Background: an optimization exercise with open tools, aiming at a short achievable clock period and few clock cycles per item. Do not read the settings as production practice.
In this exercise RTL edits were held to simulation tests only and were not proved equivalent to the original.
No activity file was given, so power comes from the tool's default toggle rates.

File: flow/config.mk
export PLATFORM = sky130hd
export DESIGN_NAME = rv_core
export DESIGN_NICKNAME = rv_core
export VERILOG_FILES = /design/flow/design.v
export SDC_FILE = /design/flow/constraint.sdc
export NUM_CORES = 4
export LEC_CHECK = 0
export ABC_CLOCK_PERIOD_IN_PS = 2500
export CAP_MARGIN = 20
export CORE_MARGIN = 2
export CORE_UTILIZATION = 40
export SETUP_SLACK_MARGIN = 4.5
export SLEW_MARGIN = 20
export TNS_END_PERCENT = 100
File: flow/constraint.sdc
create_clock -name core_clock -period 7.5 [get_ports {clk}]
set_input_delay 1.5000 -clock core_clock [delete_from_list [all_inputs] [get_ports {clk}]]
set_output_delay 1.5000 -clock core_clock [all_outputs]
set_load 0.01 [all_outputs]
File: flow/design.v
package core_pkg;
  localparam int XLEN = 32;
  localparam logic [XLEN-1:0] RESET_PC = '0;
  localparam logic [6:0] OPC_OP     = 7'b0110011;
  localparam logic [6:0] OPC_OP_IMM = 7'b0010011;
  localparam logic [6:0] OPC_LUI    = 7'b0110111;
  localparam logic [6:0] OPC_AUIPC  = 7'b0010111;
  localparam logic [6:0] OPC_LOAD   = 7'b0000011;
  localparam logic [6:0] OPC_STORE  = 7'b0100011;
  typedef enum logic [3:0] {
    ALU_ADD,
    ALU_SUB,
    ALU_AND,
    ALU_OR,
    ALU_XOR,
    ALU_SLT,
    ALU_SLTU,
    ALU_SLL,
    ALU_SRL,
    ALU_SRA,
    ALU_PASS_B
  } alu_op_t;
  typedef logic [1:0] mem_width_t;
  localparam mem_width_t MEM_BYTE = 2'b00;
  localparam mem_width_t MEM_HALF = 2'b01;
  localparam mem_width_t MEM_WORD = 2'b10;
  typedef enum logic {
    WB_ALU,
    WB_MEM
  } wb_sel_t;
  typedef struct packed {
    logic [XLEN-1:0] pc;
    logic [31:0]     instr;
    logic            valid;
  } if_id_t;
  typedef struct packed {
    logic [XLEN-1:0] op_a;
    logic [XLEN-1:0] op_b;
    logic [XLEN-1:0] store_data;  
    logic [4:0]      rs1;
    logic [4:0]      rs2;
    logic            use_rs1;
    logic            use_rs2;
    alu_op_t         alu_op;
    logic [4:0]      rd;
    logic            reg_write;
    logic            mem_write;
    logic            mem_read;
    mem_width_t      mem_width;
    logic            mem_sign;
    wb_sel_t         wb_sel;
  } id_ex_t;
  typedef struct packed {
    logic [XLEN-1:0] result;
    logic [XLEN-1:0] store_data;
    logic [4:0]      rd;
    logic            reg_write;
    logic            mem_write;
    logic            mem_read;
    mem_width_t      mem_width;
    logic            mem_sign;
    wb_sel_t         wb_sel;
  } ex_mem_t;
  typedef struct packed {
    logic [XLEN-1:0] data;
    logic [4:0]      rd;
    logic            reg_write;
  } mem_wb_t;
  localparam if_id_t  IF_ID_BUBBLE  = '0;
  localparam id_ex_t  ID_EX_BUBBLE  = '0;
  localparam ex_mem_t EX_MEM_BUBBLE = '0;
  localparam mem_wb_t MEM_WB_BUBBLE = '0;
endpackage
`timescale 1ns/1ps
module rv_core (
  input  logic        clk,
  input  logic        reset_i,
  output logic [31:0] imem_addr_o,
  input  logic [31:0] imem_data_i,
  output logic [31:0] dmem_addr_o,
  output logic [31:0] dmem_wdata_o,
  output logic [3:0]  dmem_wstrb_o,
  output logic        dmem_we_o,
  input  logic [31:0] dmem_rdata_i,
  input  logic        dmem_stall_i,
  output logic        wb_valid_o,
  output logic [4:0]  wb_addr_o,
  output logic [31:0] wb_data_o
);
  localparam logic [6:0] OPC_OP     = 7'b0110011;
  localparam logic [6:0] OPC_OP_IMM = 7'b0010011;
  localparam logic [6:0] OPC_LUI    = 7'b0110111;
  localparam logic [6:0] OPC_AUIPC  = 7'b0010111;
  localparam logic [6:0] OPC_LOAD   = 7'b0000011;
  localparam logic [6:0] OPC_STORE  = 7'b0100011;
  function automatic logic [31:0] rev32(input logic [31:0] v);
    for (int i = 0; i < 32; i++) rev32[i] = v[31-i];
  endfunction
  logic [31:2] pc_q;
  logic        d1_valid;
  logic [31:0] d1_instr;
  logic [31:2] d1_pc;
  logic [31:0] d2_rf1, d2_rf2, d2_imm;
  logic [31:2] d2_pc;
  logic [4:0]  d2_rs1, d2_rs2, d2_rd;
  logic        d2_m1, d2_m2;    
  logic        d2_use1, d2_use2, d2_rw, d2_load, d2_store, d2_op, d2_lui, d2_auipc;
  logic [1:0]  d2_width;
  logic        d2_sign;
  logic        d2_addsub, d2_sub, d2_and, d2_or, d2_xor, d2_slt, d2_sltu;
  logic        d2_sll, d2_srl, d2_sra;
  logic [31:0] x_a, x_ash, x_b, x_bx, x_wdata;
  logic [31:2] x_addr;
  logic [1:0]  x_off;
  logic [3:0]  x_strb;
  logic        x_fa, x_fb, x_fs;
  logic        x_addsub, x_sub, x_and, x_or, x_xor, x_slt, x_sltu, x_sll, x_sr, x_sra;
  logic [4:0]  x_rd;
  logic        x_rw, x_load, x_store, x_mem;
  logic [1:0]  x_width;
  logic        x_sign;
  logic [31:0] m_result;
  logic [4:0]  m_rd;
  logic        m_v;
  logic [31:0] w_data;
  logic [4:0]  w_rd;
  logic        w_v;
  logic [31:0] regs [1:31];
  logic hold;   
  logic agi;    
  logic front;  
  assign hold  = dmem_stall_i & x_mem;
  assign front = hold | agi;
  assign imem_addr_o = {pc_q, 2'b00};
  always_ff @(posedge clk) begin
    if (reset_i) begin
      pc_q     <= '0;
      d1_valid <= 1'b0;
    end else if (!front) begin
      pc_q     <= pc_q + 30'd1;
      d1_valid <= 1'b1;
    end
  end
  always_ff @(posedge clk) begin
    if (!front) begin
      d1_instr <= imem_data_i;
      d1_pc    <= pc_q;
    end
  end
  logic [6:0]  opc;
  logic [2:0]  f3;
  logic [4:0]  rs1, rs2, rd;
  logic        is_op, is_opi, is_alu, is_lui, is_auipc, is_load, is_store;
  logic        use1, use2, rw;
  logic [31:0] imm;
  logic [31:0] rf1, rf2;
  assign opc = d1_instr[6:0];
  assign rd  = d1_instr[11:7];
  assign f3  = d1_instr[14:12];
  assign rs1 = d1_instr[19:15];
  assign rs2 = d1_instr[24:20];
  assign is_op    = d1_valid && opc == OPC_OP;
  assign is_opi   = d1_valid && opc == OPC_OP_IMM;
  assign is_alu   = is_op | is_opi;
  assign is_lui   = d1_valid && opc == OPC_LUI;
  assign is_auipc = d1_valid && opc == OPC_AUIPC;
  assign is_load  = d1_valid && opc == OPC_LOAD;
  assign is_store = d1_valid && opc == OPC_STORE;
  assign use1 = (is_alu | is_load | is_store) && rs1 != 5'd0;
  assign use2 = (is_op | is_store) && rs2 != 5'd0;
  assign rw   = (is_alu | is_lui | is_auipc | is_load) && rd != 5'd0;
  always_comb begin
    if (is_lui | is_auipc) imm = {d1_instr[31:12], 12'b0};
    else if (is_store)     imm = {{20{d1_instr[31]}}, d1_instr[31:25], d1_instr[11:7]};
    else                   imm = {{20{d1_instr[31]}}, d1_instr[31:20]};
  end
  always_comb begin
    if (rs1 == 5'd0) rf1 = '0;
    else if (m_v && m_rd == rs1) rf1 = m_result;
    else if (w_v && w_rd == rs1) rf1 = w_data;
    else rf1 = regs[rs1];
    if (rs2 == 5'd0) rf2 = '0;
    else if (m_v && m_rd == rs2) rf2 = m_result;
    else if (w_v && w_rd == rs2) rf2 = w_data;
    else rf2 = regs[rs2];
  end
  always_ff @(posedge clk) begin
    if (w_v) regs[w_rd] <= w_data;
  end
  logic [31:0] fix1, fix2, base, bsel, agu, wd;
  logic [3:0]  strb;
  logic        m1_next, m2_next;
  assign m1_next = !hold && x_rw && x_rd == (front ? d2_rs1 : rs1) && (front ? d2_use1 : use1);
  assign m2_next = !hold && x_rw && x_rd == (front ? d2_rs2 : rs2) && (front ? d2_use2 : use2);
  always_comb begin
    fix1 = d2_m1 ? m_result : d2_rf1;
    fix2 = d2_m2 ? m_result : d2_rf2;
    if (d2_lui)        base = '0;
    else if (d2_auipc) base = {d2_pc, 2'b00};
    else               base = fix1;
    bsel = d2_op ? fix2 : d2_imm;
    agu  = fix1 + d2_imm;
  end
  assign agi = (d2_load | d2_store) && d2_use1 && x_rw && x_rd == d2_rs1;
  always_comb begin
    case (d2_width)
      2'b00:   wd = {4{fix2[7:0]}};
      2'b01:   wd = {2{fix2[15:0]}};
      default: wd = fix2;
    endcase
    case (d2_width)
      2'b00:   strb = 4'b0001 << agu[1:0];
      2'b01:   strb = agu[1] ? 4'b1100 : 4'b0011;
      default: strb = 4'b1111;
    endcase
  end
  always_ff @(posedge clk) begin
    if (reset_i) begin
      d2_rw    <= 1'b0;
      d2_load  <= 1'b0;
      d2_store <= 1'b0;
      d2_use1  <= 1'b0;
      d2_use2  <= 1'b0;
    end else if (!front) begin
      d2_rw    <= rw;
      d2_load  <= is_load;
      d2_store <= is_store;
      d2_use1  <= use1;
      d2_use2  <= use2;
    end
  end
  always_ff @(posedge clk) begin
    d2_m1 <= m1_next;
    d2_m2 <= m2_next;
    if (!front) begin
      d2_rf1    <= rf1;
      d2_rf2    <= rf2;
      d2_imm    <= imm;
      d2_pc     <= d1_pc;
      d2_rs1    <= rs1;
      d2_rs2    <= rs2;
      d2_rd     <= rd;
      d2_op     <= is_op;
      d2_lui    <= is_lui;
      d2_auipc  <= is_auipc;
      d2_width  <= f3[1:0];
      d2_sign   <= ~f3[2];
      d2_addsub <= (is_alu && f3 == 3'b000) || is_lui || is_auipc;
      d2_sub    <= (is_op && f3 == 3'b000 && d1_instr[30]) ||
                   (is_alu && (f3 == 3'b010 || f3 == 3'b011));
      d2_sll    <= is_alu && f3 == 3'b001;
      d2_slt    <= is_alu && f3 == 3'b010;
      d2_sltu   <= is_alu && f3 == 3'b011;
      d2_xor    <= is_alu && f3 == 3'b100;
      d2_srl    <= is_alu && f3 == 3'b101 && !d1_instr[30];
      d2_sra    <= is_alu && f3 == 3'b101 && d1_instr[30];
      d2_or     <= is_alu && f3 == 3'b110;
      d2_and    <= is_alu && f3 == 3'b111;
    end else begin
      d2_rf1    <= fix1;
      d2_rf2    <= fix2;
    end
  end
  logic [31:0] a, ash, b, bx, sr, res, lane, ld;
  logic [32:0] sum;
  logic        lt_s, lt_u, fill;
  logic [4:0]  sh;
  always_comb begin
    a   = x_fa ? m_result : x_a;
    ash = x_fa ? (x_sll ? rev32(m_result) : m_result) : x_ash;
    b   = x_fb ? m_result : x_b;
    bx  = x_fb ? (x_sub ? ~m_result : m_result) : x_bx;
  end
  assign sum  = {1'b0, a} + {1'b0, bx} + {32'd0, x_sub};
  assign lt_u = ~sum[32];
  assign lt_s = (a[31] ^ b[31]) ? a[31] : sum[31];
  assign sh   = b[4:0];
  assign fill = x_sra & ash[31];
  assign sr   = 32'($signed({fill, ash}) >>> sh);
  assign lane = dmem_rdata_i >> {x_off, 3'b000};
  always_comb begin
    case (x_width)
      2'b00:   ld = {{24{x_sign & lane[7]}}, lane[7:0]};
      2'b01:   ld = {{16{x_sign & lane[15]}}, lane[15:0]};
      default: ld = dmem_rdata_i;
    endcase
  end
  assign res = ({32{x_addsub}} & sum[31:0])
             | ({32{x_and}}    & (a & b))
             | ({32{x_or}}     & (a | b))
             | ({32{x_xor}}    & (a ^ b))
             | {31'd0, (x_slt & lt_s) | (x_sltu & lt_u)}
             | ({32{x_sll}}    & rev32(sr))
             | ({32{x_sr}}     & sr)
             | ({32{x_load}}   & ld);
  assign dmem_addr_o  = {x_addr, 2'b00};
  assign dmem_we_o    = x_store;
  assign dmem_wstrb_o = x_strb;
  always_comb begin
    if (x_fs) begin
      case (x_width)
        2'b00:   dmem_wdata_o = {4{m_result[7:0]}};
        2'b01:   dmem_wdata_o = {2{m_result[15:0]}};
        default: dmem_wdata_o = m_result;
      endcase
    end else begin
      dmem_wdata_o = x_wdata;
    end
  end
  always_ff @(posedge clk) begin
    if (reset_i) begin
      x_rw    <= 1'b0;
      x_load  <= 1'b0;
      x_store <= 1'b0;
      x_mem   <= 1'b0;
    end else if (!hold) begin
      x_rw    <= d2_rw & ~agi;
      x_load  <= d2_load & ~agi;
      x_store <= d2_store & ~agi;
      x_mem   <= (d2_load | d2_store) & ~agi;
    end
  end
  always_ff @(posedge clk) begin
    if (hold) begin
      x_a     <= a;
      x_ash   <= ash;
      x_b     <= b;
      x_bx    <= bx;
      x_wdata <= dmem_wdata_o;
      x_fa    <= 1'b0;
      x_fb    <= 1'b0;
      x_fs    <= 1'b0;
    end else begin
      x_a     <= base;
      x_ash   <= d2_sll ? rev32(base) : base;
      x_b     <= bsel;
      x_bx    <= d2_sub ? ~bsel : bsel;
      x_wdata <= wd;
      x_fa    <= d2_use1 && x_rw && x_rd == d2_rs1;
      x_fb    <= d2_op && d2_use2 && x_rw && x_rd == d2_rs2;
      x_fs    <= d2_store && d2_use2 && x_rw && x_rd == d2_rs2;
    end
  end
  always_ff @(posedge clk) begin
    if (!hold) begin
      x_addr   <= agu[31:2];
      x_off    <= agu[1:0];
      x_strb   <= d2_store ? strb : 4'b0000;
      x_rd     <= d2_rd;
      x_width  <= d2_width;
      x_sign   <= d2_sign;
      x_addsub <= d2_addsub;
      x_sub    <= d2_sub;
      x_and    <= d2_and;
      x_or     <= d2_or;
      x_xor    <= d2_xor;
      x_slt    <= d2_slt;
      x_sltu   <= d2_sltu;
      x_sll    <= d2_sll;
      x_sr     <= d2_srl | d2_sra;
      x_sra    <= d2_sra;
    end
  end
  always_ff @(posedge clk) begin
    if (reset_i) m_v <= 1'b0;
    else         m_v <= x_rw & ~hold;
  end
  always_ff @(posedge clk) begin
    m_result <= res;
    m_rd     <= x_rd;
  end
  assign wb_valid_o = m_v;
  assign wb_addr_o  = m_rd;
  assign wb_data_o  = m_result;
  always_ff @(posedge clk) begin
    if (reset_i) w_v <= 1'b0;
    else         w_v <= m_v;
  end
  always_ff @(posedge clk) begin
    w_data <= m_result;
    w_rd   <= m_rd;
  end
endmodule
File: flow/run.sh
#!/bin/bash
# synth_recipe.tcl (not shown) runs the flow's synth.tcl, then flattens the netlist and writes it again
# the make line also repeats each setting of config.mk as NAME=value (left out here)
make -C /OpenROAD-flow-scripts/flow DESIGN_CONFIG=/design/flow/config.mk WORK_HOME=/design/flow/orfs CLKGATE_MAP_FILE= SYNTH_SCRIPT=/design/flow/synth_recipe.tcl finish
==> summary.txt <==
## worst min-delay path by stage
stage               slack, ps  cells past startpoint    endpoint          from
floorplan                 390                      0  w_data[16]  m_result[16]
global placement          400                      0        x_or         d2_or
detailed placement        400                      0     x_rd[4]      d2_rd[4]
CTS                       400                      0     x_rd[4]      d2_rd[4]
global route              410                      0     x_rd[4]      d2_rd[4]
finish                    410                      0     x_rd[4]      d2_rd[4]
## Yosys cell counts (10+ instances only)
master and count:
mux4_2 580, clkbuf_1 293, nand3_1 38, mux2i_1 347, and2_1 54, a211oi_1 94, nand2b_1 19, a31oi_1 12
a21oi_1 323, o2111ai_1 10, xnor2_1 112, dfxtp_1 365, o21ai_0 320, mux2_2 150, buf_2 70, o211ai_1 17
nor2_1 564, a22oi_1 21, edfxtp_1 1191, ha_1 127, inv_1 95, buf_1 62, or3_1 16, a221o_1 16
nor3_1 47, a21o_1 42, nor2b_1 16, and3_1 25, a221oi_1 13, a211o_1 12, nand4_1 19, a31o_2 26
o221ai_1 23, nand2_1 356, xor2_1 59
## cells by family after synthesis
group,count (synthesis),share of synthesized area
AND/OR/NAND/NOR,1193,0.06558
multiplexers,1081,0.2349
other,1,0.00004813
adder cells (fa/ha/maj),130,0.02117
flip-flops,1556,0.5528
AO/OA/AOI/OAI,1002,0.07851
XOR/XNOR,171,0.01922
buffers and inverters,535,0.02775
## sequential cells by signal (all words and copies together), names as in the netlist, 4 cells and up, named ones only
| name | flops |
|---|---|
| x_b | 32 |
| m_result | 32 |
| x_rd | 5 |
| d2_rs1 | 5 |
| x_a | 32 |
| d2_pc | 30 |
| x_wdata | 32 |
| d2_rd | 5 |
| d1_instr | 32 |
| d2_rf2 | 32 |
| d2_rf1 | 32 |
| x_addr | 30 |
| pc_q | 30 |
| x_ash | 32 |
| x_strb | 4 |
| d1_pc | 30 |
| d2_rs2 | 5 |
| w_rd | 5 |
| d2_imm | 32 |
| regs | 992 |
| x_bx | 32 |
| m_rd | 5 |
| w_data | 32 |
## critical path, stage by stage, from the launching register on
cell and delay [ps]:
edfxtp_1 430, buf_6 150, nor2_4 180, buf_4 150, mux2i_1 90, a21oi_2 290
buf_2 200
## metrics by stage
step             util  hold slack, ps  std cells
2_1_floorplan       -           392.2       5672
3_3_place_gp   0.4303           402.2       8096
3_5_place_dp   0.4304           404.5       8098
4_1_cts        0.4862           402.2       8700
5_1_grt        0.5016           411.9       8824
6_report       0.5017           406.2       8832
## repair_timing
item,4_1_cts,5_1_grt
gates resized for setup,1082,364
setup buffers,255,111
endpoints found under the setup margin,532,573
cloned,33,12
pin swaps,73,105
## cell usage in the layout (no fill, tap or decap), types with 53 or more instances in the layout
cell / count
nand2_1: 347
dfxtp_1: 268
mux2i_4: 60
buf_12: 72
ha_1: 85
nor2_1: 528
clkbuf_16: 182
mux2_2: 116
a21oi_1: 251
a21oi_2: 63
mux2i_1: 259
o21ai_0: 262
mux4_2: 580
buf_4: 325
buf_6: 118
inv_1: 87
a211oi_1: 75
xnor2_1: 96
xor2_1: 53
edfxtp_1: 1191
clkdlybuf4s50_1: 64
## cell type report
class	count	area [µm²]
Clock buffer	224	4627
Tap cell	2526	3161
Antenna cell	9	22.52
Fill cell	16112	96170
Inverter	97	381.6
Sequential cell	1556	43310
Clock inverter	90	829.5
Timing Repair Buffer	746	8656
Multi-Input combinational cell	3583	35820
Timing Repair inverter	1	5.005
## power by group through the flow
stage / registers, mW / clock network, mW / logic [mW]
final: 9.71 / 8.35 / 3.40
after global placement: 9.91 / 0 / 2.65
after global routing: 9.72 / 8.78 / 3.55
after detailed placement: 9.91 / 0 / 2.65
after floorplan: 9.78 / 0 / 1.68
after CTS: 9.70 / 8.44 / 3.03
## metal layers
layer  share of wire  vias to the layer above
met5        0.000092                        -
met4           0.071                        4
met3           0.079                      754
met2            0.49                     2945
met1            0.36                    28183
li1                -                    22970
==> flow_metrics.env <==
export IMPL_ys_warn_count=1
export IMPL_layout_nets=6352
export IMPL_required_ps=6000
export IMPL_crit_start="x_width[0]"
export IMPL_antenna_found_initial=16
export IMPL_clk_pin_slew_worst_paths_ps=60
export IMPL_grt_pass1_vias=52226
export IMPL_dp_slack_ps=2878
export IMPL_min_period_over_period=0.5092
export IMPL_slew_headroom=0.2252
export IMPL_rrSetupSlack_ps=3880
export IMPL_clock_power_share=0.389
export IMPL_cts_max_level=4
export IMPL_vias=54856
export IMPL_clk_latency_ps=850
export IMPL_start_util=0.4037
export IMPL_max_freq_ghz=0.2619
export IMPL_clock_skew_ps=38.95
export IMPL_synthCells=5669
export IMPL_ant_nets=0
export IMPL_r2r_end="m_result[30]"
export IMPL_post_dp_cell_area_um2=83050
export IMPL_clock_path_buffers=3
export IMPL_ir_worst_vdd_mv=0.2141
export IMPL_period_needed_ps=3819
export IMPL_endpoint="dmem_wdata_o[9]"
export IMPL_yosysTopAreaCellShare=0.4590
export IMPL_core_um2=193000
export IMPL_async_flop_share=0
export IMPL_use_met2=0.4700
export IMPL_grt_pass1_wl_um=401000
export IMPL_grt_overflow_total=0
export IMPL_crit_type="reg2out"
export IMPL_tritoncts="built"
export IMPL_dieHeight_um=445.3
export IMPL_post_route_drc_count=0
export IMPL_wl_per_cell_um=33.29
export IMPL_syn_area_per_cell_um2=13.74
export IMPL_syn_to_final_growth_pct=24.26
export IMPL_setup_ws_ps=3681
export IMPL_cts_sinks=1556
export IMPL_drtIter0Drc=6539
export IMPL_cp_start_kind="register"
export IMPL_grt_max_degree=161
export IMPL_cts_hold_fix_buffers=0
export IMPL_reg2reg_depth=14
export IMPL_drt_wl_total_um=294000
export IMPL_status="timing/DRC/antenna clean"
export IMPL_port_buffers=201
export IMPL_combPwrFrac=0.158
export IMPL_die_area_um2=198300
export IMPL_finalPower_mw=21.46
export IMPL_dieWidth_um=445.3
export IMPL_drive_gt1_frac=0.3448
export IMPL_dp_hpwl_um=173100
export IMPL_grt_util_met3=0.05257
export IMPL_root_buffer="clkbuf_16"
export IMPL_io_pins=206
export IMPL_min_path_type="reg2reg"
export IMPL_cts_inserted_buffers=170
export IMPL_final_max_slew_viol_count=0
export IMPL_rows=161
export IMPL_ys_top_cells_by_area="edfxtp_1 46%, mux4_2 17%, dfxtp_1 9.4%"
export IMPL_ys_types=81
export IMPL_drtPass1Iterations=6
export IMPL_use_met1=0.3508
export IMPL_leakagePower_nw=33.50
export IMPL_cap_violations=0
export IMPL_swShare=0.2667
export IMPL_synth_area_leader_cell="edfxtp_1"
export IMPL_p_int_mw=15.74
export IMPL_finalSetupTns_ps=0
export IMPL_via_per_inst=6.211
export IMPL_fin_area_um2=96820
export IMPL_worstMarginPinSlew_ps=1161
export IMPL_track_usage=0.2858
export IMPL_end_kind="primary output"
export IMPL_hold_viol=0
export IMPL_ys_flop_type="edfxtp_1"
export IMPL_ys_seq_area_frac=0.5528
export IMPL_synthesis_area_um2=77910
export IMPL_ys_ff_latch=1556
export IMPL_synth_edf_count=1191
export IMPL_pwr_share_seq=0.452
export IMPL_critPathArrivalTime_ps=2320
export IMPL_power_density_nw_per_um2=221.7
export IMPL_rsz0062_at_grt="yes"
export IMPL_gp_congestion=0.9706
export IMPL_r2r_start="x_sub"
export IMPL_top_usage_layer="met2"
export IMPL_cp_max_fo=3
export IMPL_setup_viol=0
export IMPL_p_sw_mw=5.724
Testbench counts, summed over its fixed seeds: cycles 11,802, instrs 11,200.

separate check: timing with driven ports:
No port has a modelled driver above. Below, the same layout with a new extraction and two added sets of constraints. Step 1 assumes that a clkbuf_16 drives the clock port and a buf_2 every other input. Step 2, shift: input delay + t, output delay - t, t = (earliest + latest rising clock arrival at the registers) / 2. This alone moves slack from input paths to output paths. a / b / c = ideal / step 1 / step 2; a / b = the first two.
shift t [ns]: 0.909
slack for setup (ns): 3.681 / 3.598 / 3.465
worst setup path after step 2: input to register
After both steps setup and hold are still met in this run. For this run, drivers alone change the setup slack by -0.083 ns; drivers and shift together by -0.216 ns.
